From an optimization exercise on the open Yosys and OpenROAD flow, aimed at small area; shortcuts taken in it are not production practice. The RTL was checked by simulation tests, not by an equivalence proof against the original design. Power figures rest on the tool's default switching activity, not on a simulated workload.

[flow/run.sh]
#!/bin/bash
# synth_recipe.tcl (not shown) runs the flow's synth.tcl, then flattens the netlist and writes it again
# the make line also repeats each setting of config.mk as NAME=value (left out here)
make -C /OpenROAD-flow-scripts/flow DESIGN_CONFIG=/design/flow/config.mk WORK_HOME=/design/flow/orfs CLKGATE_MAP_FILE= SYNTH_SCRIPT=/design/flow/synth_recipe.tcl finish
[flow/config.mk]
export PLATFORM = sky130hd
export DESIGN_NAME = additive_synth_top
export DESIGN_NICKNAME = additive_synth_top
export VERILOG_FILES = /design/flow/design.v
export SDC_FILE = /design/flow/constraint.sdc
export NUM_CORES = 4
export LEC_CHECK = 0
export CAP_MARGIN = 20
export CORE_MARGIN = 2
export CORE_UTILIZATION = 40
export CTS_BUF_LIST = sky130_fd_sc_hd__clkbuf_2 sky130_fd_sc_hd__clkbuf_4 sky130_fd_sc_hd__clkbuf_8
export PLACE_DENSITY = 0.6
export SLEW_MARGIN = 20
[flow/constraint.sdc]
create_clock -name core_clock -period 12.0 [get_ports {ADC_Data_Received}]
set_input_delay 2.4000 -clock core_clock [delete_from_list [all_inputs] [get_ports {ADC_Data_Received}]]
set_output_delay 2.4000 -clock core_clock [all_outputs]
set_load 0.01 [all_outputs]
[flow/design.v]
`default_nettype none
package synth_pkg;
	localparam int SAMPLE_INTERVAL = 1500;          
	localparam int FREQ_DEFAULT = 50;               
	localparam int RATE_DEFAULT = 270;
	localparam int INITIAL_DEFAULT = 511;
	localparam int SPREAD_DEFAULT = 120;
endpackage
`default_nettype wire
`default_nettype none
import synth_pkg::*;
module additive_synth_top (
	input wire ADC_Data_Received,
	input wire reset,
	input wire i_param_load,
	input wire [15:0] i_param_freq,
	input wire [8:0] i_param_rate,
	input wire [8:0] i_param_initial,
	input wire [15:0] i_param_spread,
	output logic o_dac_cs,
	output logic o_dac_clock,
	output logic o_dac_bit
);
	logic [10:0] cnt;                  
	logic active;                      
	logic [7:0] rc;                    
	logic [3:0] b;
	logic copy;                        
	assign b = rc[3:0];
	assign copy = (cnt == 11'd1499) || (cnt == 11'd2047);
	always_ff @(posedge ADC_Data_Received) begin
		if (reset) begin
			cnt <= 11'd2047;
			active <= 1'b0;
			rc <= 8'd0;
		end else begin
			cnt <= copy ? 11'd0 : cnt + 11'd1;
			if (cnt == 11'd1499)
				active <= 1'b1;
			rc <= rc + 8'd1;
		end
	end
	logic [15:0] live_freq, live_spread, snap_freq, snap_spread;
	logic [8:0] live_rate, live_init, snap_rate;
	always_ff @(posedge ADC_Data_Received) begin
		if (reset) begin
			live_freq <= 16'(FREQ_DEFAULT);
			live_rate <= 9'(RATE_DEFAULT);
			live_init <= 9'(INITIAL_DEFAULT);
			live_spread <= 16'(SPREAD_DEFAULT);
		end else if (i_param_load) begin
			live_freq <= i_param_freq;
			live_rate <= i_param_rate;
			live_init <= i_param_initial;
			live_spread <= i_param_spread;
		end
	end
	always_ff @(posedge ADC_Data_Received) begin
		if (!reset && copy) begin
			snap_freq <= live_freq;
			snap_rate <= live_rate;
			snap_spread <= live_spread;
		end
	end
	logic wk;                          
	logic [1:0] w;                     
	logic [4:0] k;                     
	logic kz;
	logic alive;                       
	logic last_word;
	assign kz = (k == 5'd0);
	assign last_word = (b == 4'd15);
	logic [255:0] ring;
	logic head, tap, head_val, head_in, pc, pcn;
	logic [15:0] adv;
	logic adv_out, adv_in, ac, acn, op;
	logic clearing, pa;
	assign head = ring[255];
	assign tap = ring[239];
	assign clearing = !active && (cnt[10:8] == 3'd0);
	assign head_val = head && !clearing;
	assign pa = wk && (w == 2'd1) && alive;
	assign adv_out = adv[0];
	assign {pcn, head_in} = head_val + (pa && adv_out) + (pc && (b != 4'd0));
	always_comb begin
		if ((w == 2'd1) || (w == 2'd0 && kz))
			op = snap_freq[b];
		else if (w == 2'd2)
			op = snap_spread[b];
		else
			op = 1'b0;
	end
	assign {acn, adv_in} = adv_out + op + (ac && (b != 4'd0));
	always_ff @(posedge ADC_Data_Received) begin
		ring <= {ring[254:0], head_in};
		pc <= pcn;
		adv <= {wk ? adv_in : 1'b0, adv[15:1]};
		ac <= acn;
	end
	logic [14:0] x;
	logic s;
	logic seen_a, ain, out_a, clip, magbit;
	logic [14:0] acc_a;
	logic [15:0] sum_a;
	assign ain = (w == 2'd1) && (b != 4'd15) && (head ^ seen_a);
	assign sum_a = {1'b0, acc_a} + (ain ? {1'b0, x} : 16'd0);
	assign out_a = sum_a[0];
	assign clip = (x == 15'h4000);
	assign magbit = out_a || clip;
	always_ff @(posedge ADC_Data_Received) begin
		if (w == 2'd0 && b != 4'd15)
			x <= {tap, x[14:1]};
		if (w == 2'd1 && b == 4'd15)
			s <= head;
		seen_a <= !last_word && (seen_a || head);
		acc_a <= sum_a[15:1];
	end
	logic [8:0] lvl, acc_b;
	logic [9:0] sum_b;
	logic magwin, ratewin, bin, out_b, seen_b, rate_bit;
	logic [3:0] ri;
	assign magwin = (w == 2'd1 && b >= 4'd13) || (w == 2'd2 && b <= 4'd11);
	assign ratewin = wk && !kz && ((w == 2'd0 && b >= 4'd9) || (w == 2'd1 && b <= 4'd1));
	assign ri = b - 4'd9;
	assign rate_bit = snap_rate[ri];
	assign bin = magwin ? magbit : (ratewin && rate_bit);
	assign sum_b = {1'b0, acc_b} + (bin ? {1'b0, lvl} : 10'd0);
	assign out_b = sum_b[0];
	always_ff @(posedge ADC_Data_Received) begin
		acc_b <= sum_b[9:1];
		seen_b <= !(w == 2'd1 && b == 4'd12) && (seen_b || out_b);
		if (!reset && copy)
			lvl <= live_init;
		else if (wk && !kz && w == 2'd1 && b == 4'd2)
			lvl <= acc_b;
	end
	logic [18:0] tl, tr;
	logic vflag, par, first, aw, tc, tcn, t_op, cbit, t_in;
	assign cbit = vflag && (out_b ^ (s && seen_b));
	assign t_op = !first && (par ? tr[0] : tl[0]);
	assign {tcn, t_in} = t_op + cbit + (tc && !(w == 2'd2 && b == 4'd6));
	always_ff @(posedge ADC_Data_Received) begin
		if (w == 2'd1 && b == 4'd15) begin
			vflag <= alive;
			par <= k[0];
			first <= (k[4:1] == 4'd0);
		end
		tc <= tcn;
		if (aw && !par)
			tl <= {t_in, tl[18:1]};
		if (aw && par)
			tr <= {t_in, tr[18:1]};
	end
	always_ff @(posedge ADC_Data_Received) begin
		if (reset) begin
			wk <= 1'b0;
			w <= 2'd0;
			k <= 5'd0;
			alive <= 1'b0;
			aw <= 1'b0;
		end else begin
			if (!wk) begin
				if (rc == 8'd255 && cnt[10:8] == 3'd1) begin
					wk <= 1'b1;
					alive <= 1'b1;
				end
			end else if (last_word) begin
				if (w == 2'd1 && (adv_out || k == 5'd15))
					alive <= 1'b0;
				if (w == 2'd2) begin
					w <= 2'd0;
					k <= k + 5'd1;
				end else if (w == 2'd0 && k == 5'd16) begin
					wk <= 1'b0;
					k <= 5'd0;
				end else begin
					w <= w + 2'd1;
				end
			end
			if (w == 2'd2 && b == 4'd5)
				aw <= 1'b1;
			else if (w == 2'd0 && b == 4'd8)
				aw <= 1'b0;
		end
	end
	logic fr;
	logic [4:0] n;
	logic [18:0] tsel;
	logic [3:0] m;
	assign fr = active && (cnt[10:6] == 5'd0);
	assign n = cnt[5:1];
	assign tsel = n[4] ? tr : tl;
	assign m = n[3:0];
	assign o_dac_cs = !fr;
	assign o_dac_clock = fr && cnt[0];
	assign o_dac_bit = fr && ((m == 4'd0) ? tsel[18] : tsel[5'd19 - {1'b0, m}]);
endmodule
`default_nettype wire
==> results.py, run 1 <==
metrics = {
    "logic_synthesis": {
        "synth_cells": 1062,
        "ys_ff_latch": 488,
        "yosysWarningCount": 1,
        "synth_ff_type": "dfxtp_1",
        "syn-mean-instance-area_um2": 14.1,
        "synthArstFlopShare": 0,
        "yosysTopAreaCellShare": 0.509,
        "synth_edf_count": 107,
        "synth.cell_area_um2": 15000,
        "synth_fp_nets": 1155,
        "synth_area_leaders": "dfxtp_1 51%, edfxtp_1 21%, ha_1 2.9%",
        "synth_top_cell_by_area": "dfxtp_1",
        "synth_seq_area_share": 0.723,
        "synth_cell_types": 62,
    },
    "sta": {
        "worst_slack_ns": 6.46,
        "hold_ws_ns": 0.295,
        "fmax_mhz": 181,
        "setup_tns_ns": 0,
        "timing.final.crit_share": 0.462,
        "rsz0062_at_grt": "no",
        "setup_viol": 0,
        "hold_viol": 0,
        "maxSlewHeadroom": 0.351,
        "fin_worst_skew_ns": 0.0412,
        "finalMaxSlewViolations": 0,
        "worstMarginPinSlew_ns": 0.973,
        "period_needed_ns": 5.54,
    },
    "cts": {
        "insertion_delay_ns": 0.62,
        "cts_tree": "done",
        "cts-root-buf": "clkbuf_8",
        "cts.sinks": 488,
        "cts_resized": 0,
        "cts_buffer_depth": 3,
        "postCtsHoldBufs": 0,
        "postCtsSetupRepairBufs": 0,
        "h-tree-depth": 3,
        "numCtsBuffers": 75,
        "clkTransAtPathRegs_ns": 0.06,
    },
    "worst_setup_path": {
        "cp_slowest_cell": "dfxtp_1",
        "rr_worst_depth": 15,
        "slowest_delay_ns": 0.76,
        "path_cells": "mux4_2 -> nand3_1 -> nor4bb_1 -> o21ai_0 -> and4_1 -> clkdlybuf4s50_1",
        "worst_ep_required_time_ns": 9.60,
        "r2r_end": "acc_b[7]",
        "reg2reg_slack_ns": 7.56,
        "startpoint_type": "flop",
        "reg2reg_from": "rc[2]",
        "cp_max_fo": 12,
        "end_kind": "output port",
        "path_class": "flop to output port",
        "worstPathArrival_ns": 3.14,
    },
    "die": {
        "die_w_um": 198,
        "start_util": 0.408,
        "rows": 70,
        "coreArea_um2": 36800,
        "dieArea_um2": 39000,
        "ios": 56,
        "die_h_um": 198,
    },
    "min_path": {
        "hold_class": "flop to flop",
        "hold_depth": 0,
        "min_from": "adv[1]",
        "min_to": "adv[0]",
    },
    "placed_design": {
        "io_buffers": 55,
        "place_hpwl_um": 14100,
        "preCtsSetupSlack_ns": 7.06,
        "finalWeightedCongestion": 0.772,
        "numPlacedInstances": 1549,
    },
    "power_and_ir_drop": {
        "vdd_ir_drop_max_v": 0.0000932,
        "power_density_nw_per_um2": 194,
        "leakage_nw": 6.91,
    },
    "drt": {
        "wl_um": 23500,
        "top_layer": "met4",
        "wl_met2_um": 9840,
        "vias": 7908,
        "wl_met3_um": 1030,
        "wl_per_cell_um": 14.0,
        "dr.pass1.iters": 5,
        "vias_per_cell": 4.71,
        "drtIter0Drc": 403,
        "wl_met1_um": 12000,
        "postRouteAntennaNets": 0,
        "remaining_drc_errors": 0,
    },
    "layout": {
        "fill_cells": 3224,
        "layout.cells.non_filler": 1679,
        "area_delta_synth_final_pct": 16.9,
        "final_util": 0.477,
        "drive_above_1_share": 0.140,
        "final_nets": 1251,
        "diodes": 0,
    },
    "flow_run": {
        "maxCapViolCount": 0,
    },
    "grt": {
        "grt_antenna_before_repair": 0,
        "grt_use_total": 0.126,
        "grt_pass1_vias": 7865,
        "grt_pass1_wl_um": 39600,
        "grt_overflow": 0,
        "grt_max_degree": 81,
    },
    "outcome": {
        "outcome": "no timing/DRC/antenna violations",
    },
}
[registers in the layout, indices dropped and copies added (netlist names), 2 cells and up]
name	cells
ring	256
tl	19
tr	19
adv	16
live_freq	16
live_spread	16
snap_freq	16
snap_spread	16
acc_a	15
x	15
cnt	11
acc_b	9
live_init	9
live_rate	9
lvl	9
snap_rate	9
rc	8
k	5
w	2
[stage by stage]
| step | power (mW) | instance area (um^2) |
|---|---|---|
| after floorplan | 1.99 | 15000 |
| after global routing | 3.56 | 17500 |
| final | 3.40 | 17500 |
| after detailed placement | 2.04 | 16000 |
| after CTS | 3.46 | 17500 |
| after global placement | 2.03 | 16000 |
[cell usage after synthesis (24+ instances only)]
| library cell | instances |
|---|---|
| clkbuf_1 | 29 |
| ha_1 | 35 |
| edfxtp_1 | 107 |
| dfxtp_1 | 381 |
| nor2b_1 | 29 |
| nand3_1 | 24 |
| a21oi_1 | 27 |
| o21ai_0 | 34 |
| nand2_1 | 31 |
| inv_1 | 24 |
| mux2i_1 | 41 |
| nor2_1 | 70 |
| xnor2_1 | 26 |
[placed cells by master (no fill, tap or decap), types with 4 or more instances in the layout]
| master | count |
|---|---|
| mux2i_1 | 41 |
| clkbuf_8 | 83 |
| clkbuf_4 | 25 |
| clkinv_2 | 13 |
| clkdlybuf4s50_1 | 53 |
| nor2_1 | 70 |
| inv_1 | 24 |
| nor4_1 | 6 |
| fa_1 | 5 |
| buf_4 | 5 |
| nor3_1 | 10 |
| mux4_2 | 17 |
| nand2b_1 | 5 |
| and3_1 | 4 |
| a211o_1 | 21 |
| nand3_1 | 24 |
| edfxtp_1 | 107 |
| a21o_1 | 5 |
| dfxtp_1 | 381 |
| a21oi_1 | 27 |
| nor2b_1 | 29 |
| mux2_4 | 8 |
| o211ai_1 | 4 |
| and2_1 | 20 |
| nand4_1 | 15 |
| ha_1 | 35 |
| xnor2_1 | 26 |
| xor2_1 | 7 |
| o21ai_0 | 34 |
| o21bai_1 | 11 |
| a31oi_1 | 4 |
| nand2_1 | 31 |
[layer usage]
| layer | up-vias | global-route usage |
|---|---|---|
| met4 | 0 | 0.0646 |
| met1 | 3755 | 0.179 |
| met3 | 58 | 0.0340 |
| met5 | - | 0 |
| li1 | 3947 | - |
| met2 | 148 | 0.176 |
[worst max-delay path, delay by kind of cell, from the launching register on]
kind            cells  cell delay [ns]
flops               1             0.76
simple gates        3             0.58
mux                 1             0.59
buf+inv             1             0.48
compound gates      1             0.11
[cell families (layout without fill, tap and decap cells)]
kind of cell	count (synthesis)	in the layout	synth area share
flip-flops	488	488	0.723
AND/OR/NAND/NOR	234	234	0.0809
AO/OA/AOI/OAI	133	133	0.0592
multiplexers	69	69	0.0632
buffers and inverters	65	214	0.0186
adder cells (fa/ha/maj)	40	40	0.0359
XOR/XNOR	33	33	0.0193
[power breakdown]
| part | leakage (nW) | internal [mW] | total [mW] | switching, mW |
|---|---|---|---|---|
| logic | 1.97 | 0.115 | 0.217 | 0.102 |
| registers | 4.11 | 1.73 | 1.79 | 0.0553 |
| clock network | 0.835 | 0.785 | 1.39 | 0.610 |
[layout make-up]
cell class / count / area, um^2 / share of cell area
multi-input combinational: 509 / 3890 / 0.222
sequential: 488 / 10800 / 0.618
timing repair buffer: 60 / 578 / 0.0330
clock buffer: 108 / 1330 / 0.0759
clock inverter: 22 / 221 / 0.0126
tap: 468 / 586 / 0.0334
inverter: 24 / 90.1 / 0.00514
[worst max path at each step]
stage	startpoint	end	slack, ns	cells past startpoint
after CTS	cnt[5]	o_dac_bit	6.35	6
after detailed placement	cnt[5]	o_dac_bit	7.06	6
after floorplan	cnt[5]	o_dac_bit	7.89	6
final	cnt[5]	o_dac_bit	6.46	6
after global placement	cnt[5]	o_dac_bit	7.13	6
after global routing	cnt[5]	o_dac_bit	6.24	6
==> run 2, diff against run 1 <==
--- a/flow/config.mk
+++ b/flow/config.mk
@@ -9,5 +9,6 @@
 export CORE_MARGIN = 2
 export CORE_UTILIZATION = 40
-export CTS_BUF_LIST = sky130_fd_sc_hd__clkbuf_2 sky130_fd_sc_hd__clkbuf_4 sky130_fd_sc_hd__clkbuf_8
+export CTS_BUF_LIST = sky130_fd_sc_hd__clkbuf_4
+export CTS_CLUSTER_SIZE = 30
 export PLACE_DENSITY = 0.6
 export SLEW_MARGIN = 20
==> run 2 against run 1 <==
  * Design area about the same
  * Maximum frequency down 2.8%
  * First-iteration DRC count up 8.2%
  * Area after synthesis unchanged
  * Clock-buffer cell count up 66
==> results.py, run 2 <==
metrics = {
    "placed_design": {
        "numPlacedInstances": 1549,
        "io_buffers": 55,
        "place_hpwl_um": 14100,
        "preCtsSetupSlack_ns": 7.06,
        "finalWeightedCongestion": 0.772,
    },
    "grt": {
        "grt_antenna_before_repair": 1,
        "grt_pass1_vias": 8239,
        "grt_pass1_wl_um": 40400,
        "grt_overflow": 0,
        "grt_max_degree": 81,
        "grt_use_total": 0.129,
    },
    "sta": {
        "timing.final.crit_share": 0.475,
        "fmax_mhz": 175,
        "maxSlewHeadroom": 0.403,
        "period_needed_ns": 5.70,
        "finalMaxSlewViolations": 0,
        "worstMarginPinSlew_ns": 0.896,
        "worst_slack_ns": 6.30,
        "setup_tns_ns": 0,
        "fin_worst_skew_ns": 0.0657,
        "hold_viol": 0,
        "setup_viol": 0,
        "rsz0062_at_grt": "no",
    },
    "logic_synthesis": {
        "syn-mean-instance-area_um2": 14.1,
        "synth_cell_types": 62,
        "synth_seq_area_share": 0.723,
        "synth_fp_nets": 1155,
        "synth.cell_area_um2": 15000,
        "synth_top_cell_by_area": "dfxtp_1",
        "synth_area_leaders": "dfxtp_1 51%, edfxtp_1 21%, ha_1 2.9%",
        "synth_edf_count": 107,
        "yosysWarningCount": 1,
        "synth_cells": 1062,
        "ys_ff_latch": 488,
        "yosysTopAreaCellShare": 0.509,
        "synth_most_common_cell": "dfxtp_1",
        "yosys-top-cells-count": "381 x dfxtp_1, 107 x edfxtp_1, 70 x nor2_1",
        "synth_ff_type": "dfxtp_1",
        "synthArstFlopShare": 0,
    },
    "cts": {
        "insertion_delay_ns": 0.81,
        "h-tree-depth": 3,
        "postCtsSetupRepairBufs": 0,
        "postCtsHoldBufs": 0,
        "clkTransAtPathRegs_ns": 0.06,
        "numCtsBuffers": 116,
        "cts-root-buf": "clkbuf_4",
        "cts.sinks": 488,
        "cts_buffer_depth": 3,
        "cts_resized": 0,
        "cts_tree": "done",
    },
    "worst_setup_path": {
        "path_cells": "mux4_2 -> nand3_1 -> nor4bb_1 -> o21ai_0 -> and4_1 -> clkdlybuf4s50_1",
        "cp_slowest_cell": "dfxtp_1",
        "reg2reg_from": "rc[1]",
        "worst_ep_required_time_ns": 9.60,
        "cp_max_fo": 12,
        "slowest_delay_ns": 0.78,
        "worstPathArrival_ns": 3.30,
        "end_kind": "output port",
        "path_class": "flop to output port",
        "critPathBufInv": 1,
        "cp-startpoint": "cnt[5]",
        "startpoint_type": "flop",
        "crit_family": "flip-flops",
    },
    "die": {
        "dieArea_um2": 39000,
        "die_w_um": 198,
        "rows": 70,
        "ios": 56,
        "coreArea_um2": 36800,
        "start_util": 0.408,
        "die_h_um": 198,
    },
    "drt": {
        "wl_um": 23800,
        "postRouteAntennaNets": 0,
        "remaining_drc_errors": 0,
        "vias": 8162,
        "wl_per_cell_um": 13.5,
        "drtIter0Drc": 436,
        "vias_per_cell": 4.62,
        "dr.pass1.iters": 5,
    },
    "layout": {
        "regArea_um2": 10800,
        "final_common_cell": "dfxtp_1",
        "layout.cells.non_filler": 1766,
        "largest_reg_flops": 256,
        "reg_top3": "ring (256), tl (19), tr (19)",
        "drive_above_1_share": 0.174,
        "final_util": 0.476,
        "multi_input_area_um2": 3890,
        "fill_cells": 3326,
        "top_register": "ring",
        "final_nets": 1292,
        "area_delta_synth_final_pct": 16.9,
        "final_cell_mix": "381 x dfxtp_1, 174 x clkbuf_4, 107 x edfxtp_1, 70 x nor2_1, 53 x clkdlybuf4s50_1",
    },
    "outcome": {
        "outcome": "no timing/DRC/antenna violations",
    },
    "min_path": {
        "min_from": "ring[68]",
        "hold_class": "flop to flop",
    },
    "power_and_ir_drop": {
        "power_density_nw_per_um2": 190,
        "vdd_ir_drop_max_v": 0.0000860,
        "leakage_nw": 6.99,
    },
    "flow_run": {
        "maxCapViolCount": 0,
    },
}
[run 2: final timing paths]
path	to	slack [ns]	depth (start not counted)
max	o_dac_bit	6.30	6
min reg2reg	ring[69]	0.32	0
max reg2reg	acc_b[7]	7.59	15
min	ring[69]	0.32	0
[run 2: area by class of cell]
type                            instances  area share
Clock buffer                          174      0.0745
Tap cell                              468      0.0334
Clock inverter                         42      0.0136
Inverter                               24     0.00514
Multi-Input combinational cell        509       0.222
Antenna cell                            1    0.000143
Sequential cell                       488       0.618
Timing Repair Buffer                   60      0.0330
[run 2: cell families after synthesis]
kind of cell / after synthesis / share of synthesized area
flops: 488 / 0.723
simple gates: 234 / 0.0809
compound gates: 133 / 0.0592
mux: 69 / 0.0632
buf+inv: 65 / 0.0186
fa+ha+maj: 40 / 0.0359
xor+xnor: 33 / 0.0193
[run 2: per-stage QoR]
| step | hold WS, ns | area, um^2 | power (mW) |
|---|---|---|---|
| after floorplan | 0.310 | 15000 | 1.99 |
| after global placement | 0.310 | 16000 | 2.03 |
| after detailed placement | 0.312 | 16000 | 2.04 |
| after CTS | 0.304 | 17500 | 3.39 |
| after global routing | 0.318 | 17500 | 3.51 |
| final | 0.317 | 17500 | 3.33 |
[run 2: power breakdown]
group	switching [mW]	internal (mW)	leakage (nW)	total, mW
logic	0.102	0.115	1.97	0.217
registers	0.0554	1.73	4.11	1.78
clock network	0.633	0.695	0.917	1.33
[run 2: per-layer routing]
metal	share of wire	wire length, um	vias up	GRT usage
met5	0	0	-	0
met4	0.026	608	0	0.0688
met3	0.047	1120	48	0.0389
met2	0.42	9980	178	0.178
met1	0.51	12100	3831	0.180
li1	-	-	4105	-
==> run 3, diff against run 2 <==
--- a/flow/config.mk
+++ b/flow/config.mk
@@ -9,6 +9,4 @@
 export CORE_MARGIN = 2
 export CORE_UTILIZATION = 40
-export CTS_BUF_LIST = sky130_fd_sc_hd__clkbuf_4
-export CTS_CLUSTER_SIZE = 30
 export PLACE_DENSITY = 0.6
 export SLEW_MARGIN = 20
==> run 3 against run 2 <==
  * Still clean
  * Design area up 0.41%
  * Setup slack better by 0.21 ns
  * Utilization up 0.20 points
  * Synthesized cell count unchanged
  * Clock skew down 0.028 ns
  * Critical path depth unchanged
  * Clock power up 12%
  * Critical path type unchanged
==> results.py, run 3 <==
metrics = {
    "logic_synthesis": {
        "synth_fp_nets": 1155,
        "synth.cell_area_um2": 15000,
        "synth_fa_ha_area_frac": 0.0359,
        "synthXorXnorAreaFrac": 0.0193,
        "yosys-top-cells-count": "381 x dfxtp_1, 107 x edfxtp_1, 70 x nor2_1",
        "yosysWarningCount": 1,
        "synthArstFlopShare": 0,
        "syn-mean-instance-area_um2": 14.1,
        "synth_top_family_by_area": "simple AND/OR/NAND/NOR gates",
        "synth_top_cell_by_area": "dfxtp_1",
        "ys_ff_latch": 488,
        "muxShareOfSynthArea": 0.0632,
        "yosysTopAreaCellShare": 0.509,
        "synth_cell_types": 62,
        "synth_ff_type": "dfxtp_1",
        "synth_edf_count": 107,
        "synth_simple_gate_area_share": 0.0809,
        "synth_most_common_cell": "dfxtp_1",
        "synth_seq_area_share": 0.723,
        "synth_area_leaders": "dfxtp_1 51%, edfxtp_1 21%, ha_1 2.9%",
        "synth_cells": 1062,
        "synth_compound_area_frac": 0.0592,
    },
    "layout": {
        "multi_input_area_um2": 3890,
        "regArea_um2": 10800,
        "reg_top3": "ring (256), tl (19), tr (19)",
        "layout.cells.non_filler": 1637,
        "diodes": 0,
        "final_cell_mix": "381 x dfxtp_1, 107 x edfxtp_1, 70 x nor2_1, 53 x clkdlybuf4s50_1, 49 x clkbuf_16",
        "area_delta_synth_final_pct": 17.4,
        "fill_cells": 3202,
        "stdcell_area_um2": 17600,
        "final_common_cell": "dfxtp_1",
        "top_register": "ring",
        "final_nets": 1224,
        "largest_reg_flops": 256,
        "drive_above_1_share": 0.0992,
    },
    "worst_setup_path": {
        "crit_family": "flip-flops",
        "path_class": "flop to output port",
        "cp-startpoint": "cnt[5]",
        "rr_worst_depth": 15,
        "critPathBufInv": 1,
        "slowest_delay_ns": 0.75,
        "startpoint_type": "flop",
        "r2r_end": "acc_b[7]",
        "reg2reg_from": "rc[2]",
        "reg2reg_slack_ns": 7.57,
        "critPathCapture": "o_dac_bit",
        "cp_slowest_cell": "dfxtp_1",
        "path_cells": "mux4_2 -> nand3_1 -> nor4bb_1 -> o21ai_0 -> and4_1 -> clkdlybuf4s50_1",
        "worstPathArrival_ns": 3.09,
        "worst_ep_required_time_ns": 9.60,
        "cp_max_fo": 12,
        "end_kind": "output port",
        "crit_cells": 6,
    },
    "cts": {
        "clkTransAtPathRegs_ns": 0.06,
        "h-tree-depth": 2,
        "cts.sinks": 488,
        "cts-root-buf": "clkbuf_16",
        "postCtsHoldBufs": 0,
        "cts_resized": 0,
        "cts_tree": "done",
        "numCtsBuffers": 48,
        "cts_buffer_depth": 3,
        "postCtsSetupRepairBufs": 0,
        "insertion_delay_ns": 0.59,
    },
    "die": {
        "die_w_um": 198,
        "dieArea_um2": 39000,
        "ios": 56,
        "coreArea_um2": 36800,
        "start_util": 0.408,
        "die_h_um": 198,
        "rows": 70,
    },
    "sta": {
        "fmax_mhz": 182,
        "fin_worst_skew_ns": 0.0378,
        "timing.final.crit_share": 0.457,
        "setup_tns_ns": 0,
        "period_needed_ns": 5.49,
        "finalMaxSlewViolations": 0,
        "maxSlewHeadroom": 0.396,
        "hold_viol": 0,
        "setup_viol": 0,
        "hold_ws_ns": 0.299,
        "rsz0062_at_grt": "no",
        "worstMarginPinSlew_ns": 0.906,
    },
    "grt": {
        "grt_use_total": 0.124,
        "grt_max_degree": 81,
        "grt_pass1_wl_um": 39100,
        "grt_antenna_before_repair": 0,
        "grt_overflow": 0,
        "grt_pass1_vias": 7574,
    },
    "power_and_ir_drop": {
        "seqPwrFrac": 0.511,
        "clkPwrFrac": 0.426,
        "pwr-share-comb": 0.062,
        "total_power_mw": 3.49,
        "p_sw_frac": 0.223,
        "power.internal_mw": 2.71,
        "leakage_nw": 6.88,
        "p_switching_uw": 777,
        "vdd_ir_drop_max_v": 0.000120,
        "power_density_nw_per_um2": 198,
    },
    "drt": {
        "wl_per_cell_um": 14.2,
        "wl_met1_um": 11800,
        "vias": 7770,
        "dr.pass1.iters": 5,
        "postRouteAntennaNets": 0,
        "top_layer": "met4",
        "wl_um": 23300,
        "drtIter0Drc": 470,
        "wl_met3_um": 1130,
        "remaining_drc_errors": 0,
        "wl_met2_um": 9710,
        "vias_per_cell": 4.75,
    },
    "placed_design": {
        "place_area_um2": 16000,
        "place_hpwl_um": 14100,
        "finalWeightedCongestion": 0.772,
        "io_buffers": 55,
        "numPlacedInstances": 1549,
    },
    "outcome": {
        "outcome": "no timing/DRC/antenna violations",
    },
    "min_path": {
        "hold_class": "flop to flop",
    },
    "flow_run": {
        "maxCapViolCount": 0,
    },
}
-- run 3: cell counts after synthesis --
Identical to the previous run, type by type.
-- run 3: area by class of cell --
cell class                 count  area share
timing repair buffer          60      0.0328
tap                          468      0.0333
clock inverter                23      0.0150
multi-input combinational    509       0.221
clock buffer                  65      0.0771
sequential                   488       0.616
inverter                      24     0.00512
-- run 3: how the worst min path moves through the flow --
| stage | end | depth (start not counted) | start |
|---|---|---|---|
| floorplan | adv[0] | 0 | adv[1] |
| global placement | adv[11] | 0 | adv[12] |
| finish | ring[125] | 0 | ring[124] |
| detailed placement | adv[13] | 0 | adv[14] |
| CTS | ring[125] | 0 | ring[124] |
| global route | ring[125] | 0 | ring[124] |
-- run 3: power groups by stage --
stage | Sequential, mW | Clock, mW | Combinational [mW]
floorplan | 1.78 | 0 | 0.203
global placement | 1.82 | 0 | 0.214
detailed placement | 1.82 | 0 | 0.217
CTS | 1.79 | 1.54 | 0.218
global route | 1.79 | 1.61 | 0.241
finish | 1.79 | 1.49 | 0.217
-- run 3: kinds of logic (layout without fill, tap and decap cells) --
group / after synthesis / in the layout
AOI/OAI and AO/OA: 133 / 133
xor gates and xnor gates: 33 / 33
adders and majority gates: 40 / 40
buffers and inverters: 65 / 172
DFF: 488 / 488
muxes: 69 / 69
and+or+nand+nor: 234 / 234
-- run 3: metal layers --
layer  track usage  up-vias
li1              -     3885
met1         0.179     3682
met2         0.177      148
met3        0.0302       55
met4        0.0529        0
met5             0        -
-- run 3: through the flow --
stage                     setup slack (ns)  utilization
after detailed placement              7.06        0.434
after global routing                  6.32        0.478
final                                 6.51        0.478
after global placement                7.13        0.434
after CTS                             6.43        0.478
after floorplan                       7.89            -
-- run 3: worst reg2reg max path, stage by stage (launching register included) --
cell and delay [ns]:
dfxtp_1 0.65, and2_1 0.39, nand2_1 0.21, and3_1 0.34
and2_1 0.22, ha_1 0.27, a41o_1 0.34, nand3_1 0.13
o21ai_0 0.10, ha_1 0.23, fa_1 0.40, a21o_1 0.19
a21oi_1 0.22, o21ai_0 0.17, o41ai_1 0.35, xnor2_1 0.16
==> run 4, diff against run 3 <==
--- a/flow/config.mk
+++ b/flow/config.mk
@@ -9,4 +9,7 @@
 export CORE_MARGIN = 2
 export CORE_UTILIZATION = 40
+export CTS_BUF_LIST = sky130_fd_sc_hd__clkbuf_8
+export CTS_CLUSTER_DIAMETER = 60
+export CTS_CLUSTER_SIZE = 18
 export PLACE_DENSITY = 0.6
 export SLEW_MARGIN = 20
==> run 4 against run 3 <==
  * Combinational power barely moved
  * Setup slack worse by 0.030 ns
  * Highest routed layer unchanged
  * Sequential power about the same
==> results.py, run 4 <==
metrics = {
    "outcome": {
        "outcome": "no timing/DRC/antenna violations",
    },
    "drt": {
        "vias": 7626,
        "postRouteAntennaNets": 0,
        "wl_um": 22900,
        "drtIter0Drc": 434,
        "dr.pass1.iters": 6,
        "remaining_drc_errors": 0,
        "wl_per_cell_um": 14.3,
        "vias_per_cell": 4.74,
    },
    "cts": {
        "h-tree-depth": 2,
        "numCtsBuffers": 35,
        "postCtsSetupRepairBufs": 0,
        "insertion_delay_ns": 0.62,
        "clkTransAtPathRegs_ns": 0.11,
        "cts_tree": "done",
        "postCtsHoldBufs": 0,
        "cts_buffer_depth": 3,
        "cts-root-buf": "clkbuf_8",
        "cts_resized": 0,
        "cts.sinks": 488,
    },
    "layout": {
        "top_register": "ring",
        "reg_top3": "ring (256), tl (19), tr (19)",
        "fill_cells": 3290,
        "drive_above_1_share": 0.0772,
        "final_common_cell": "dfxtp_1",
        "diodes": 0,
        "largest_reg_flops": 256,
        "final_nets": 1211,
        "area_delta_synth_final_pct": 11.5,
        "final_cell_mix": "381 x dfxtp_1, 107 x edfxtp_1, 70 x nor2_1, 53 x clkdlybuf4s50_1, 41 x mux2i_1",
        "layout.cells.non_filler": 1608,
    },
    "logic_synthesis": {
        "synth_simple_gate_area_share": 0.0809,
        "synth_cell_types": 62,
        "syn-mean-instance-area_um2": 14.1,
        "yosys-top-cells-count": "381 x dfxtp_1, 107 x edfxtp_1, 70 x nor2_1",
        "synth_fa_ha_area_frac": 0.0359,
        "synth.cell_area_um2": 15000,
        "synth_edf_count": 107,
        "synth_top_cell_by_area": "dfxtp_1",
        "synth_top_family_by_area": "simple AND/OR/NAND/NOR gates",
        "synth_seq_area_share": 0.723,
        "synth_ff_type": "dfxtp_1",
        "yosysTopAreaCellShare": 0.509,
        "yosysWarningCount": 1,
        "synth_compound_area_frac": 0.0592,
        "muxShareOfSynthArea": 0.0632,
        "synth_area_leaders": "dfxtp_1 51%, edfxtp_1 21%, ha_1 2.9%",
        "synth_fp_nets": 1155,
        "synthXorXnorAreaFrac": 0.0193,
        "synthArstFlopShare": 0,
        "synth_most_common_cell": "dfxtp_1",
        "ys_ff_latch": 488,
        "synth_cells": 1062,
    },
    "worst_setup_path": {
        "worstPathArrival_ns": 3.12,
        "path_class": "flop to output port",
        "path_cells": "mux4_2 -> nand3_1 -> nor4bb_1 -> o21ai_0 -> and4_1 -> clkdlybuf4s50_1",
        "end_kind": "output port",
        "worst_ep_required_time_ns": 9.60,
        "cp_slowest_cell": "dfxtp_1",
        "startpoint_type": "flop",
        "cp_max_fo": 12,
        "slowest_delay_ns": 0.77,
    },
    "die": {
        "rows": 70,
        "start_util": 0.408,
        "die_h_um": 198,
        "ios": 56,
        "coreArea_um2": 36800,
        "die_w_um": 198,
        "dieArea_um2": 39000,
    },
    "sta": {
        "timing.final.crit_share": 0.460,
        "fin_worst_skew_ns": 0.0390,
        "worst_slack_ns": 6.48,
        "setup_viol": 0,
        "worstMarginPinSlew_ns": 0.902,
        "maxSlewHeadroom": 0.399,
        "finalMaxSlewViolations": 0,
        "hold_viol": 0,
        "rsz0062_at_grt": "no",
        "fmax_mhz": 181,
        "setup_tns_ns": 0,
        "period_needed_ns": 5.52,
    },
    "placed_design": {
        "preCtsSetupSlack_ns": 7.06,
        "finalWeightedCongestion": 0.772,
        "io_buffers": 55,
        "place_hpwl_um": 14100,
        "numPlacedInstances": 1549,
    },
    "power_and_ir_drop": {
        "power_density_nw_per_um2": 173,
        "vdd_ir_drop_max_v": 0.0000953,
        "leakage_nw": 6.49,
    },
    "grt": {
        "grt_overflow": 0,
        "grt_max_degree": 81,
        "grt_antenna_before_repair": 0,
        "grt_pass1_vias": 7384,
        "grt_use_total": 0.122,
        "grt_pass1_wl_um": 38300,
    },
    "min_path": {
        "hold_class": "flop to flop",
    },
    "flow_run": {
        "maxCapViolCount": 0,
    },
}
## run 4: logic make-up after synthesis
| logic type | Yosys count |
|---|---|
| multiplexers | 69 |
| adder cells (fa/ha/maj) | 40 |
| AND/OR/NAND/NOR | 234 |
| AO/OA/AOI/OAI | 133 |
| XOR/XNOR | 33 |
| flip-flops | 488 |
| buffers and inverters | 65 |
## run 4: worst paths after layout
check | end | depth (start not counted) | slack [ns] | from
worst max register to register | acc_b[7] | 15 | 7.57 | rc[2]
worst min-delay path | ring[225] | 0 | 0.30 | ring[224]
worst min register to register | ring[225] | 0 | 0.30 | ring[224]
worst max-delay path | o_dac_bit | 6 | 6.48 | cnt[5]
## run 4: critical path: cells and delay by family (launching register included)
family / cells / cell delay (ns)
and+or+nand+nor: 3 / 0.58
muxes: 1 / 0.59
buffers and inverters: 1 / 0.48
AOI/OAI and AO/OA: 1 / 0.11
DFF: 1 / 0.77
## run 4: area by class of cell
type                            count  area [um^2]  share of cell area
Multi-Input combinational cell    509         3890               0.233
Timing Repair Buffer               60          578              0.0346
Sequential cell                   488        10800               0.649
Tap cell                          468          586              0.0350
Clock buffer                       36          495              0.0296
Inverter                           24         90.1             0.00539
Clock inverter                     23          238              0.0142
## run 4: routing by layer
metal / part of all wire / vias up / GRT usage
met5: 0 / - / 0
met4: 0.028 / 0 / 0.0521
li1: - / 3840 / -
met1: 0.52 / 3632 / 0.179
met3: 0.042 / 43 / 0.0261
met2: 0.41 / 111 / 0.173
## run 4: metrics by stage
step | utilization | area [um^2] | hold WS, ns | power, mW
after detailed placement | 0.434 | 16000 | 0.312 | 2.04
after CTS | 0.454 | 16700 | 0.305 | 2.93
after global routing | 0.454 | 16700 | 0.317 | 3.03
after global placement | 0.434 | 16000 | 0.310 | 2.03
after floorplan | - | 15000 | 0.310 | 1.99
final | 0.454 | 16700 | 0.305 | 2.89
## run 4: power by group
part / switching (mW) / internal, mW / total, mW
logic: 0.102 / 0.115 / 0.217
registers: 0.0553 / 1.73 / 1.78
clock network: 0.509 / 0.377 / 0.887
==> run 5, diff against run 4 <==
--- a/flow/config.mk
+++ b/flow/config.mk
@@ -9,7 +9,7 @@
 export CORE_MARGIN = 2
 export CORE_UTILIZATION = 40
-export CTS_BUF_LIST = sky130_fd_sc_hd__clkbuf_8
-export CTS_CLUSTER_DIAMETER = 60
-export CTS_CLUSTER_SIZE = 18
+export CTS_BUF_LIST = sky130_fd_sc_hd__clkbuf_16
+export CTS_CLUSTER_DIAMETER = 80
+export CTS_CLUSTER_SIZE = 30
 export PLACE_DENSITY = 0.6
 export SLEW_MARGIN = 20
==> run 5 against run 4 <==
  * Non-clock buffer count stayed put
  * Cell count is 1.2% lower
  * Global-route usage is 0.44 points lower
  * Clock-buffer cell count shrank 13
  * Design area about the same
  * Routed wire length down 2.4%
  * Critical endpoint unchanged
==> results.py, run 5 <==
metrics = {
    "grt": {
        "grt_pass1_wl_um": 37700,
        "grt_use_total": 0.117,
        "grt_antenna_before_repair": 0,
        "grt_max_degree": 81,
        "grt_overflow": 0,
        "grt_pass1_vias": 7255,
    },
    "drt": {
        "wl_um": 22400,
        "drtIter0Drc": 369,
        "wl_per_cell_um": 14.1,
        "remaining_drc_errors": 0,
        "vias_per_cell": 4.72,
        "postRouteAntennaNets": 0,
        "vias": 7498,
        "dr.pass1.iters": 5,
    },
    "logic_synthesis": {
        "synth_cells": 1062,
        "yosys-top-cells-count": "381 x dfxtp_1, 107 x edfxtp_1, 70 x nor2_1",
        "yosysTopAreaCellShare": 0.509,
        "synthArstFlopShare": 0,
        "synth.cell_area_um2": 15000,
        "synth_fp_nets": 1155,
        "synth_cell_types": 62,
        "synth_top_cell_by_area": "dfxtp_1",
        "synth_area_leaders": "dfxtp_1 51%, edfxtp_1 21%, ha_1 2.9%",
        "synth_ff_type": "dfxtp_1",
        "synth_edf_count": 107,
        "syn-mean-instance-area_um2": 14.1,
        "synth_seq_area_share": 0.723,
        "synth_most_common_cell": "dfxtp_1",
        "ys_ff_latch": 488,
        "yosysWarningCount": 1,
    },
    "outcome": {
        "outcome": "no timing/DRC/antenna violations",
    },
    "worst_setup_path": {
        "path_class": "flop to output port",
        "slowest_delay_ns": 0.80,
        "worstPathArrival_ns": 3.12,
        "cp_slowest_cell": "dfxtp_1",
        "path_cells": "mux4_2 -> nand3_1 -> nor4bb_1 -> o21ai_0 -> and4_1 -> clkdlybuf4s50_1",
        "rr_worst_depth": 15,
        "startpoint_type": "flop",
        "worst_ep_required_time_ns": 9.60,
        "reg2reg_slack_ns": 7.56,
        "reg2reg_from": "rc[1]",
        "end_kind": "output port",
        "r2r_end": "acc_b[7]",
        "cp_max_fo": 12,
    },
    "placed_design": {
        "numPlacedInstances": 1549,
        "finalWeightedCongestion": 0.772,
        "preCtsSetupSlack_ns": 7.06,
        "io_buffers": 55,
        "place_hpwl_um": 14100,
    },
    "power_and_ir_drop": {
        "leakage_nw": 6.46,
        "power_density_nw_per_um2": 174,
        "vdd_ir_drop_max_v": 0.000104,
    },
    "die": {
        "start_util": 0.408,
        "rows": 70,
        "die_w_um": 198,
        "ios": 56,
        "dieArea_um2": 39000,
        "die_h_um": 198,
        "coreArea_um2": 36800,
    },
    "sta": {
        "hold_viol": 0,
        "setup_tns_ns": 0,
        "fin_worst_skew_ns": 0.0284,
        "setup_viol": 0,
        "maxSlewHeadroom": 0.405,
        "finalMaxSlewViolations": 0,
        "rsz0062_at_grt": "no",
        "worstMarginPinSlew_ns": 0.893,
        "period_needed_ns": 5.52,
        "fmax_mhz": 181,
        "worst_slack_ns": 6.48,
        "timing.final.crit_share": 0.460,
    },
    "min_path": {
        "hold_class": "flop to flop",
        "min_to": "ring[225]",
        "min_from": "ring[224]",
        "hold_depth": 0,
    },
    "layout": {
        "final_common_cell": "dfxtp_1",
        "top_register": "ring",
        "largest_reg_flops": 256,
        "final_nets": 1199,
        "reg_top3": "ring (256), tl (19), tr (19)",
        "layout.cells.non_filler": 1589,
        "final_util": 0.455,
        "area_delta_synth_final_pct": 11.5,
        "diodes": 0,
        "drive_above_1_share": 0.0678,
        "final_cell_mix": "381 x dfxtp_1, 107 x edfxtp_1, 70 x nor2_1, 53 x clkdlybuf4s50_1, 41 x mux2i_1",
    },
    "cts": {
        "postCtsSetupRepairBufs": 0,
        "clkTransAtPathRegs_ns": 0.10,
        "h-tree-depth": 1,
        "insertion_delay_ns": 0.57,
        "numCtsBuffers": 23,
        "cts_buffer_depth": 3,
        "cts.sinks": 488,
        "cts-root-buf": "clkbuf_16",
        "postCtsHoldBufs": 0,
        "cts_tree": "done",
        "cts_resized": 0,
    },
    "flow_run": {
        "maxCapViolCount": 0,
    },
}
run 5: metal layers:
layer | vias to the layer above | global-route usage | wire length [um] | part of all wire
met5 | - | 0 | 0 | 0
met4 | 0 | 0.0329 | 529 | 0.024
met1 | 3550 | 0.180 | 11800 | 0.53
met2 | 104 | 0.171 | 9300 | 0.42
met3 | 31 | 0.0184 | 749 | 0.033
li1 | 3813 | - | - | -
run 5: through the flow:
step | cell area (um^2) | power (mW) | hold slack (ns)
floorplan | 15000 | 1.99 | 0.310
global placement | 16000 | 2.03 | 0.310
detailed placement | 16000 | 2.04 | 0.312
CTS | 16700 | 2.95 | 0.324
global route | 16700 | 3.04 | 0.328
finish | 16700 | 2.91 | 0.326
run 5: cells by family (layout without fill, tap and decap cells):
group | Yosys count | count (layout) | synth area share
AND/OR/NAND/NOR | 234 | 234 | 0.0809
AO/OA/AOI/OAI | 133 | 133 | 0.0592
adder cells (fa/ha/maj) | 40 | 40 | 0.0359
XOR/XNOR | 33 | 33 | 0.0193
flip-flops | 488 | 488 | 0.723
buffers and inverters | 65 | 124 | 0.0186
multiplexers | 69 | 69 | 0.0632
run 5: final cells by class:
| cell class | count | area, um^2 |
|---|---|---|
| repair buffers | 60 | 578 |
| clock buffers | 23 | 576 |
| fillers | 3256 | 20100 |
| multi-input cells | 509 | 3890 |
| well taps | 468 | 586 |
| clock inverters | 17 | 170 |
| inverters | 24 | 90.1 |
| flip-flops and latches | 488 | 10800 |
run 5: worst max path at each step:
stage | from | end | slack [ns] | cells past startpoint
4_1_cts | cnt[5] | o_dac_bit | 6.43 | 6
5_1_grt | cnt[5] | o_dac_bit | 6.31 | 6
6_report | cnt[5] | o_dac_bit | 6.48 | 6
2_1_floorplan | cnt[5] | o_dac_bit | 7.89 | 6
3_3_place_gp | cnt[5] | o_dac_bit | 7.13 | 6
3_5_place_dp | cnt[5] | o_dac_bit | 7.06 | 6
run 5: critical path, delay by kind of cell (launching register included):
| kind | cells | cell delay, ns |
|---|---|---|
| muxes | 1 | 0.59 |
| AOI/OAI and AO/OA | 1 | 0.11 |
| buffers and inverters | 1 | 0.48 |
| DFF | 1 | 0.80 |
| and+or+nand+nor | 3 | 0.58 |
run 5: where the power goes:
part	switching, mW	internal [mW]
clock	0.529	0.380
combinational	0.102	0.115
sequential	0.0556	1.73
==> run 6, diff against run 5 <==
==> flow/flow/run.sh (new file) <==
#!/bin/bash
# Standard ORFS layout with a leaner clock tree (large leaf clusters of
# clkbuf_16, no dummy loads) and the smallest buffer on each port.
set -uo pipefail
bash standard.sh \
  "CTS_ARGS=-sink_clustering_enable -repair_clock_nets -buf_list sky130_fd_sc_hd__clkbuf_16 -sink_clustering_size 30 -sink_clustering_max_diameter 80 -dont_use_dummy_load" \
  "BUFFER_PORTS_ARGS=-buffer_cell sky130_fd_sc_hd__buf_1" \
  finish > orfs_make.log 2>&1
status=$?
cp -r orfs/logs orfs_logs 2>/dev/null || true
exit $status
==> flow/standard.sh (new file) <==
#!/bin/bash
# synth_recipe.tcl (not shown) runs the flow's synth.tcl, then flattens the netlist and writes it again
# the make line also repeats each setting of config.mk as NAME=value (left out here)
make -C /OpenROAD-flow-scripts/flow DESIGN_CONFIG=/design/flow/config.mk WORK_HOME=/design/flow/orfs CLKGATE_MAP_FILE= SYNTH_SCRIPT=/design/flow/synth_recipe.tcl "${@:-finish}"
--- a/flow/config.mk
+++ b/flow/config.mk
@@ -9,7 +9,4 @@
 export CORE_MARGIN = 2
 export CORE_UTILIZATION = 40
-export CTS_BUF_LIST = sky130_fd_sc_hd__clkbuf_16
-export CTS_CLUSTER_DIAMETER = 80
-export CTS_CLUSTER_SIZE = 30
 export PLACE_DENSITY = 0.6
 export SLEW_MARGIN = 20
removed: flow/run.sh
==> run 6 against run 5 <==
  * Combinational power is 6% lower
  * Highest routed layer unchanged
  * Maximum frequency grew 8.0%
  * Setup slack better by 0.41 ns
  * Sequential share of layout area grew 1.9 points
  * Largest power group unchanged
  * Critical endpoint unchanged
==> results.py, run 6 <==
metrics = {
    "logic_synthesis": {
        "synth_cells": 1062,
        "ys_ff_latch": 488,
        "synth_ff_type": "dfxtp_1",
        "synth_seq_area_share": 0.723,
        "yosysTopAreaCellShare": 0.509,
        "synthXorXnorAreaFrac": 0.0193,
        "yosys-top-cells-count": "381 x dfxtp_1, 107 x edfxtp_1, 70 x nor2_1",
        "synth_cell_types": 62,
        "syn-mean-instance-area_um2": 14.1,
        "synth_most_common_cell": "dfxtp_1",
        "muxShareOfSynthArea": 0.0632,
        "yosysWarningCount": 1,
        "synth_area_leaders": "dfxtp_1 51%, edfxtp_1 21%, ha_1 2.9%",
        "synth_fa_ha_area_frac": 0.0359,
        "synth_simple_gate_area_share": 0.0809,
        "synth_top_family_by_area": "simple AND/OR/NAND/NOR gates",
        "synth_edf_count": 107,
        "synth_top_cell_by_area": "dfxtp_1",
        "synth.cell_area_um2": 15000,
        "synth_fp_nets": 1155,
        "synthArstFlopShare": 0,
        "synth_compound_area_frac": 0.0592,
    },
    "cts": {
        "postCtsHoldBufs": 0,
        "cts_tree": "done",
        "cts-root-buf": "clkbuf_16",
        "numCtsBuffers": 24,
        "clkTransAtPathRegs_ns": 0.11,
        "cts_buffer_depth": 3,
        "cts.sinks": 488,
        "cts_resized": 0,
        "postCtsSetupRepairBufs": 0,
        "h-tree-depth": 1,
        "insertion_delay_ns": 0.57,
    },
    "placed_design": {
        "place_area_um2": 15600,
        "numPlacedInstances": 1549,
        "io_buffers": 55,
        "place_hpwl_um": 14100,
        "finalWeightedCongestion": 0.771,
    },
    "flow_run": {
        "maxCapViolCount": 0,
    },
    "layout": {
        "top_register": "ring",
        "largest_reg_flops": 256,
        "final_nets": 1200,
        "layout.cells.non_filler": 1573,
        "final_common_cell": "dfxtp_1",
        "diodes": 0,
        "stdcell_area_um2": 16200,
        "reg_top3": "ring (256), tl (19), tr (19)",
        "fill_cells": 3339,
        "area_delta_synth_final_pct": 8.37,
        "drive_above_1_share": 0.0579,
        "final_cell_mix": "381 x dfxtp_1, 107 x edfxtp_1, 70 x nor2_1, 53 x buf_1, 41 x mux2i_1",
    },
    "worst_setup_path": {
        "cp_max_fo": 12,
        "end_kind": "output port",
        "path_cells": "mux4_2 -> nand3_1 -> nor4bb_1 -> o21ai_0 -> and4_1 -> buf_1",
        "startpoint_type": "flop",
        "worst_ep_required_time_ns": 9.60,
        "crit_family": "flip-flops",
        "slowest_delay_ns": 0.76,
        "cp_slowest_cell": "dfxtp_1",
        "worstPathArrival_ns": 2.71,
        "path_class": "flop to output port",
        "critPathBufInv": 1,
    },
    "drt": {
        "drtIter0Drc": 443,
        "wl_per_cell_um": 14.1,
        "postRouteAntennaNets": 0,
        "dr.pass1.iters": 5,
        "remaining_drc_errors": 0,
        "vias": 7504,
        "wl_um": 22100,
        "vias_per_cell": 4.77,
    },
    "sta": {
        "setup_tns_ns": 0,
        "setup_viol": 0,
        "hold_viol": 0,
        "finalMaxSlewViolations": 0,
        "worstMarginPinSlew_ns": 0.928,
        "fin_worst_skew_ns": 0.0548,
        "hold_ws_ns": 0.294,
        "maxSlewHeadroom": 0.381,
        "fmax_mhz": 196,
        "rsz0062_at_grt": "no",
        "period_needed_ns": 5.11,
        "timing.final.crit_share": 0.425,
    },
    "die": {
        "start_util": 0.408,
        "dieArea_um2": 39000,
        "ios": 56,
        "coreArea_um2": 36800,
        "rows": 70,
        "die_h_um": 198,
        "die_w_um": 198,
    },
    "power_and_ir_drop": {
        "leakage_nw": 6.23,
        "vdd_ir_drop_max_v": 0.000143,
        "power_density_nw_per_um2": 173,
        "total_power_mw": 2.81,
    },
    "grt": {
        "grt_max_degree": 81,
        "grt_pass1_wl_um": 37400,
        "grt_pass1_vias": 7294,
        "grt_overflow": 0,
        "grt_antenna_before_repair": 0,
        "grt_use_total": 0.117,
    },
    "min_path": {
        "hold_class": "flop to flop",
    },
    "outcome": {
        "outcome": "no timing/DRC/antenna violations",
    },
}
[run 6: cell counts after synthesis]
No cell type changed its count.
[run 6: area by class of cell]
cell class | count | area, um^2 | area share
sequential | 488 | 10800 | 0.667
tap | 468 | 586 | 0.0360
clock buffer | 24 | 601 | 0.0370
inverter | 24 | 90.1 | 0.00554
multi-input combinational | 509 | 3890 | 0.239
timing repair buffer | 60 | 246 | 0.0152
[run 6: where the power goes]
part	total [mW]	switching, mW	internal [mW]
combinational	0.204	0.0997	0.105
sequential	1.78	0.0539	1.73
clock	0.821	0.464	0.357
total	2.81	0.618	2.19
[run 6: path summary, 6_finish.rpt]
path,from,to,slack [ns],depth (start not counted)
min,ring[1],ring[2],0.29,0
min reg2reg,ring[1],ring[2],0.29,0
max,cnt[5],o_dac_bit,6.89,6
max reg2reg,rc[1],acc_b[7],7.61,15
[run 6: worst reg2reg max path: cells and delay by family, from the launching register on]
family	cells	cell delay, ns
AND/OR/NAND/NOR	4	0.81
adder cells (fa/ha/maj)	4	1.24
flip-flops	1	0.76
AO/OA/AOI/OAI	6	1.34
XOR/XNOR	1	0.16
[run 6: metrics by stage]
stage / utilization / setup slack [ns]
2_1_floorplan: - / 7.89
3_3_place_gp: 0.425 / 7.39
3_5_place_dp: 0.425 / 7.37
4_1_cts: 0.442 / 6.84
5_1_grt: 0.442 / 6.69
6_report: 0.442 / 6.89
[run 6: cell families (layout without fill, tap and decap cells)]
logic type               Yosys count  count (layout)
buffers and inverters             65             108
multiplexers                      69              69
AO/OA/AOI/OAI                    133             133
AND/OR/NAND/NOR                  234             234
flip-flops                       488             488
XOR/XNOR                          33              33
adder cells (fa/ha/maj)           40              40
[run 6: layer usage]
| metal | vias up | track usage | part of all wire |
|---|---|---|---|
| met5 | - | 0 | 0 |
| met4 | 0 | 0.0301 | 0.023 |
| met3 | 36 | 0.0210 | 0.045 |
| met2 | 110 | 0.173 | 0.41 |
| met1 | 3556 | 0.176 | 0.52 |
| li1 | 3802 | - | - |
==> run 7, diff against run 6 <==
--- a/flow/design.v
+++ b/flow/design.v
@@ -119,9 +119,9 @@
 	logic [9:0] sum_b;
 	logic magwin, ratewin, bin, out_b, seen_b, rate_bit;
-	logic [3:0] ri;
+	logic [15:0] rate_vec;
 	assign magwin = (w == 2'd1 && b >= 4'd13) || (w == 2'd2 && b <= 4'd11);
 	assign ratewin = wk && !kz && ((w == 2'd0 && b >= 4'd9) || (w == 2'd1 && b <= 4'd1));
-	assign ri = b - 4'd9;
-	assign rate_bit = snap_rate[ri];
+	assign rate_vec = {snap_rate[6:0], 7'b0, snap_rate[8], snap_rate[7]};
+	assign rate_bit = rate_vec[b];
 	assign bin = magwin ? magbit : (ratewin && rate_bit);
 	assign sum_b = {1'b0, acc_b} + (bin ? {1'b0, lvl} : 10'd0);
@@ -185,14 +185,10 @@
 	end
 	logic fr;
-	logic [4:0] n;
-	logic [18:0] tsel;
-	logic [3:0] m;
+	logic [31:0] word;
+	assign word = {tl[18], tl[18:4], tr[18], tr[18:4]};
 	assign fr = active && (cnt[10:6] == 5'd0);
-	assign n = cnt[5:1];
-	assign tsel = n[4] ? tr : tl;
-	assign m = n[3:0];
 	assign o_dac_cs = !fr;
 	assign o_dac_clock = fr && cnt[0];
-	assign o_dac_bit = fr && ((m == 4'd0) ? tsel[18] : tsel[5'd19 - {1'b0, m}]);
+	assign o_dac_bit = fr && word[~cnt[5:1]];
 endmodule
 `default_nettype wire
==> run 7 against run 6 <==
  * Worst hold slack improved by 0.017 ns
  * Still clean on timing, DRC and antenna
  * Routed wire length decreased by 3.2%
  * Critical path depth unchanged
  * Area after synthesis decreased by 2.1%
==> results.py, run 7 <==
metrics = {
    "sta": {
        "fmax_mhz": 194,
        "finalMaxSlewViolations": 0,
        "period_needed_ns": 5.15,
        "hold_ws_ns": 0.311,
        "hold_viol": 0,
        "rsz0062_at_grt": "no",
        "fin_worst_skew_ns": 0.0510,
        "setup_viol": 0,
        "setup_tns_ns": 0,
        "maxSlewHeadroom": 0.402,
        "timing.final.crit_share": 0.430,
        "worstMarginPinSlew_ns": 0.895,
    },
    "grt": {
        "grt_use_total": 0.115,
        "grt_pass1_vias": 7164,
        "grt_overflow": 0,
        "grt_pass1_wl_um": 36700,
        "grt_antenna_before_repair": 0,
        "grt_max_degree": 81,
    },
    "cts": {
        "cts.sinks": 488,
        "numCtsBuffers": 20,
        "cts_resized": 0,
        "cts_buffer_depth": 3,
        "insertion_delay_ns": 0.55,
        "cts-root-buf": "clkbuf_16",
        "postCtsSetupRepairBufs": 0,
        "cts_tree": "done",
        "h-tree-depth": 1,
        "clkTransAtPathRegs_ns": 0.10,
        "postCtsHoldBufs": 0,
    },
    "worst_setup_path": {
        "cp_max_fo": 6,
        "end_kind": "output port",
        "worstPathArrival_ns": 2.75,
        "worst_ep_required_time_ns": 9.60,
        "startpoint_type": "flop",
        "path_class": "flop to output port",
    },
    "power_and_ir_drop": {
        "vdd_ir_drop_max_v": 0.000112,
        "leakage_nw": 6.12,
        "power_density_nw_per_um2": 170,
    },
    "logic_synthesis": {
        "synthArstFlopShare": 0,
        "synth_cells": 1024,
        "synth_ff_type": "dfxtp_1",
        "ys_ff_latch": 488,
        "yosysWarningCount": 1,
        "synth_edf_count": 107,
        "synth_top_cell_by_area": "dfxtp_1",
        "synth_seq_area_share": 0.738,
        "synth_cell_types": 58,
        "synth_most_common_cell": "dfxtp_1",
        "yosys-top-cells-count": "381 x dfxtp_1, 107 x edfxtp_1, 69 x nor2_1",
        "synth_fp_nets": 1115,
        "yosysTopAreaCellShare": 0.519,
        "synth_area_leaders": "dfxtp_1 52%, edfxtp_1 22%, ha_1 2.8%",
        "syn-mean-instance-area_um2": 14.3,
        "synth.cell_area_um2": 14700,
    },
    "drt": {
        "vias": 7155,
        "remaining_drc_errors": 0,
        "dr.pass1.iters": 4,
        "vias_per_cell": 4.66,
        "postRouteAntennaNets": 0,
        "wl_per_cell_um": 14.0,
        "wl_um": 21400,
        "drtIter0Drc": 502,
    },
    "die": {
        "rows": 70,
        "coreArea_um2": 36300,
        "dieArea_um2": 38300,
        "start_util": 0.404,
        "die_h_um": 196,
        "die_w_um": 196,
        "ios": 56,
    },
    "layout": {
        "largest_reg_flops": 256,
        "layout.cells.non_filler": 1535,
        "final_common_cell": "dfxtp_1",
        "final_nets": 1160,
        "fill_cells": 3229,
        "drive_above_1_share": 0.0525,
        "top_register": "ring",
        "diodes": 0,
        "area_delta_synth_final_pct": 8.22,
        "reg_top3": "ring (256), tl (19), tr (19)",
        "final_cell_mix": "381 x dfxtp_1, 107 x edfxtp_1, 69 x nor2_1, 53 x buf_1, 39 x nor2b_1",
    },
    "placed_design": {
        "place_hpwl_um": 13500,
        "finalWeightedCongestion": 0.776,
        "numPlacedInstances": 1515,
        "io_buffers": 55,
    },
    "min_path": {
        "hold_class": "flop to flop",
    },
    "flow_run": {
        "maxCapViolCount": 0,
    },
    "outcome": {
        "outcome": "no timing/DRC/antenna violations",
    },
}
## run 7: stage by stage
stage	setup slack, ns	area [um^2]	util	total power, mW
floorplan	7.64	14700	-	1.95
global placement	7.40	15400	0.423	1.99
detailed placement	7.24	15400	0.423	2.00
CTS	6.82	15900	0.437	2.74
global route	6.72	15900	0.437	2.83
finish	6.85	15900	0.437	2.70
## run 7: final timing paths
check | start | endpoint | slack, ns | cells after the start
worst max-delay path | cnt[9] | o_dac_bit | 6.85 | 6
worst min-delay path | ring[10] | ring[11] | 0.31 | 0
worst max register to register | rc[1] | acc_b[7] | 7.33 | 15
worst min register to register | ring[10] | ring[11] | 0.31 | 0
## run 7: cells by family after synthesis
| logic type | synth area share |
|---|---|
| adders and majority gates | 0.0349 |
| muxes | 0.0551 |
| xor gates and xnor gates | 0.0203 |
| AOI/OAI and AO/OA | 0.0591 |
| buffers and inverters | 0.0152 |
| DFF | 0.738 |
| and+or+nand+nor | 0.0773 |
## run 7: power breakdown
group	switching (mW)	internal, mW	leakage (nW)
sequential	0.0473	1.73	4.11
combinational	0.0895	0.0891	1.76
clock	0.445	0.301	0.246
## run 7: area by class of cell
| type | instances | area (um^2) | area share |
|---|---|---|---|
| timing repair buffer | 60 | 246 | 0.0155 |
| multi-input combinational | 478 | 3640 | 0.229 |
| inverter | 21 | 78.8 | 0.00496 |
| sequential | 488 | 10800 | 0.682 |
| tap | 468 | 586 | 0.0368 |
| clock buffer | 20 | 500 | 0.0315 |
## run 7: critical path, stage by stage, from the launching register on
cell,delay [ns]
dfxtp_1,0.37
or3_1,0.40
or4b_1,0.60
or3_1,0.39
o311ai_1,0.09
o31a_1,0.24
buf_1,0.17
## run 7: routing by layer
metal / routed length (um) / vias up / track usage / share of wire
li1: - / 3637 / - / -
met2: 9010 / 85 / 0.173 / 0.42
met3: 788 / 30 / 0.0176 / 0.037
met5: 0 / - / 0 / 0
met1: 11300 / 3403 / 0.176 / 0.53
met4: 353 / 0 / 0.0263 / 0.016
==> run 8, diff against run 7 <==
==> flow/flow/run.sh (replaced) <==
#!/bin/bash
# Standard ORFS layout with a leaner clock tree (large leaf clusters, no
# dummy loads) and the smallest buffer on each port.
set -uo pipefail
bash standard.sh \
  "CTS_ARGS=-sink_clustering_enable -repair_clock_nets -buf_list sky130_fd_sc_hd__clkbuf_16 -sink_clustering_size 36 -sink_clustering_max_diameter 50 -dont_use_dummy_load" \
  "BUFFER_PORTS_ARGS=-buffer_cell sky130_fd_sc_hd__buf_1" \
  finish > orfs_make.log 2>&1
status=$?
cp -r orfs/logs orfs_logs 2>/dev/null || true
exit $status
--- a/flow/config.mk
+++ b/flow/config.mk
@@ -8,5 +8,5 @@
 export CAP_MARGIN = 20
 export CORE_MARGIN = 2
-export CORE_UTILIZATION = 40
-export PLACE_DENSITY = 0.6
+export CORE_UTILIZATION = 65
+export PLACE_DENSITY = 0.75
 export SLEW_MARGIN = 20
==> run 8 against run 7 <==
  * Still clean on timing, DRC and antenna
  * First-iteration DRC count is 25% lower
  * Non-clock buffer count shrank 1
  * Die area fell by 38%
  * Clock skew fell by 0.015 ns
  * Clock power increased by 34%
  * Power grew 9.5%
  * Cell count fell by 11%
  * Global-route usage grew 7.7 points
  * Synthesized cell count unchanged
  * Sequential share of layout area fell by 0.56 points
  * Routed wire length up 3.6%
  * Sequential power is essentially flat
  * Highest routed layer unchanged
==> results.py, run 8 <==
metrics = {
    "outcome": {
        "outcome": "no timing/DRC/antenna violations",
    },
    "power_and_ir_drop": {
        "p_sw_frac": 0.211,
        "leakage_nw": 6.30,
        "pwr-share-comb": 0.059,
        "clkPwrFrac": 0.339,
        "power_density_nw_per_um2": 185,
        "vdd_ir_drop_max_v": 0.000154,
        "p_switching_uw": 624,
        "power.internal_mw": 2.34,
        "total_power_mw": 2.96,
    },
    "layout": {
        "reg_top3": "ring (256), tl (19), tr (19)",
        "final_cell_mix": "381 x dfxtp_1, 107 x edfxtp_1, 69 x nor2_1, 53 x buf_1, 39 x nor2b_1",
        "final_util": 0.728,
        "area_delta_synth_final_pct": 9.12,
        "drive_above_1_share": 0.0648,
        "final_nets": 1174,
        "stdcell_area_um2": 16000,
        "top_register": "ring",
        "largest_reg_flops": 256,
        "layout.cells.non_filler": 1361,
        "diodes": 0,
        "final_common_cell": "dfxtp_1",
    },
    "sta": {
        "worst_slack_ns": 6.94,
        "fin_worst_skew_ns": 0.0365,
        "finalMaxSlewViolations": 0,
        "hold_ws_ns": 0.306,
        "period_needed_ns": 5.06,
        "maxSlewHeadroom": 0.336,
        "worstMarginPinSlew_ns": 0.995,
        "setup_tns_ns": 0,
        "hold_viol": 0,
        "setup_viol": 0,
        "timing.final.crit_share": 0.422,
        "rsz0062_at_grt": "no",
    },
    "die": {
        "ios": 56,
        "die_w_um": 154,
        "dieArea_um2": 23800,
        "die_h_um": 154,
        "coreArea_um2": 22000,
        "start_util": 0.667,
        "rows": 54,
    },
    "drt": {
        "vias_per_cell": 5.37,
        "postRouteAntennaNets": 0,
        "remaining_drc_errors": 0,
        "vias": 7306,
        "dr.pass1.iters": 5,
        "drtIter0Drc": 375,
        "wl_um": 22200,
    },
    "worst_setup_path": {
        "worst_ep_required_time_ns": 9.60,
        "path_class": "flop to output port",
        "path_cells": "or3_1 -> or4b_1 -> or3_1 -> o311ai_1 -> o31a_1 -> buf_1",
        "cp_max_fo": 6,
        "worstPathArrival_ns": 2.66,
        "crit_path_frequent_cell": "or3_1",
        "startpoint_type": "flop",
        "crit_family": "simple AND/OR/NAND/NOR gates",
        "slowest_delay_ns": 0.58,
        "end_kind": "output port",
        "cp_slowest_cell": "or4b_1",
    },
    "placed_design": {
        "place_area_um2": 15100,
        "preCtsSetupSlack_ns": 7.26,
        "io_buffers": 55,
        "numPlacedInstances": 1326,
        "finalWeightedCongestion": 0.801,
        "place_hpwl_um": 13300,
    },
    "logic_synthesis": {
        "synth_area_leaders": "dfxtp_1 52%, edfxtp_1 22%, ha_1 2.8%",
        "yosysWarningCount": 1,
        "synth.cell_area_um2": 14700,
        "synthArstFlopShare": 0,
        "synth_fa_ha_area_frac": 0.0349,
        "synthXorXnorAreaFrac": 0.0203,
        "syn-mean-instance-area_um2": 14.3,
        "synth_top_cell_by_area": "dfxtp_1",
        "synth_seq_area_share": 0.738,
        "muxShareOfSynthArea": 0.0551,
        "synth_compound_area_frac": 0.0591,
        "yosysTopAreaCellShare": 0.519,
        "ys_ff_latch": 488,
        "synth_cells": 1024,
        "synth_most_common_cell": "dfxtp_1",
        "synth_simple_gate_area_share": 0.0773,
        "synth_top_family_by_area": "simple AND/OR/NAND/NOR gates",
        "synth_fp_nets": 1115,
        "synth_edf_count": 107,
        "synth_cell_types": 58,
        "synth_ff_type": "dfxtp_1",
    },
    "grt": {
        "grt_pass1_wl_um": 37000,
        "grt_use_total": 0.192,
        "grt_antenna_before_repair": 0,
        "grt_overflow": 0,
        "grt_pass1_vias": 7384,
    },
    "cts": {
        "postCtsSetupRepairBufs": 0,
        "clkTransAtPathRegs_ns": 0.08,
        "insertion_delay_ns": 0.52,
        "cts_resized": 0,
        "h-tree-depth": 2,
        "postCtsHoldBufs": 0,
        "cts-root-buf": "clkbuf_16",
        "numCtsBuffers": 35,
        "cts.sinks": 488,
        "cts_buffer_depth": 3,
    },
    "flow_run": {
        "maxCapViolCount": 0,
    },
}
-- run 8: cell counts after synthesis --
No cell type changed its count.
-- run 8: worst paths after layout --
check,startpoint,end,slack [ns],cells past startpoint
setup / recovery,cnt[9],o_dac_bit,6.94,6
hold / removal,ring[0],ring[1],0.31,0
setup reg to reg,rc[0],acc_b[7],7.30,15
hold reg to reg,ring[0],ring[1],0.31,0
-- run 8: cells by family (layout without fill, tap and decap cells) --
family | count (synthesis) | count (layout)
compound gates | 123 | 123
xor+xnor | 34 | 34
fa+ha+maj | 38 | 38
buf+inv | 58 | 115
flops | 488 | 488
mux | 61 | 61
simple gates | 222 | 222
-- run 8: power groups by stage --
stage | registers, mW | logic [mW] | clock network, mW
floorplan | 1.78 | 0.164 | 0
global placement | 1.81 | 0.172 | 0
detailed placement | 1.82 | 0.175 | 0
CTS | 1.78 | 0.177 | 1.03
global route | 1.79 | 0.196 | 1.08
finish | 1.78 | 0.176 | 1.00
-- run 8: layout make-up --
cell class	count	area [um^2]
multi-input combinational	478	3640
tap	280	350
inverter	21	78.8
sequential	488	10800
timing repair buffer	59	239
clock buffer	35	876
fill	1411	6000
-- run 8: worst register-to-register path, stage by stage (launching register included) --
cell and delay [ns]:
dfxtp_1 0.97, ha_1 0.38, nand2_1 0.10, and3_1 0.31, and2_1 0.22, ha_1 0.27
a41o_1 0.24, a32oi_1 0.58, nor2b_1 0.11, ha_1 0.24, fa_1 0.40, a21oi_1 0.19
o21ai_0 0.12, a21oi_1 0.23, a21oi_1 0.11, xor2_1 0.14
-- run 8: routing by layer --
layer | vias up | GRT usage | wire [um]
met5 | - | 0 | 0
met4 | 0 | 0.0560 | 452
met3 | 40 | 0.0317 | 799
met2 | 131 | 0.299 | 9860
met1 | 3468 | 0.283 | 11100
li1 | 3667 | - | -

Setup slack of run 8, layout unchanged: 6.937 ns with ideal ports, 6.890 ns with driving cells assumed (clock clkbuf_16, inputs buf_2), 7.299 ns with port delays also shifted by the 0.546 ns mid clock arrival.
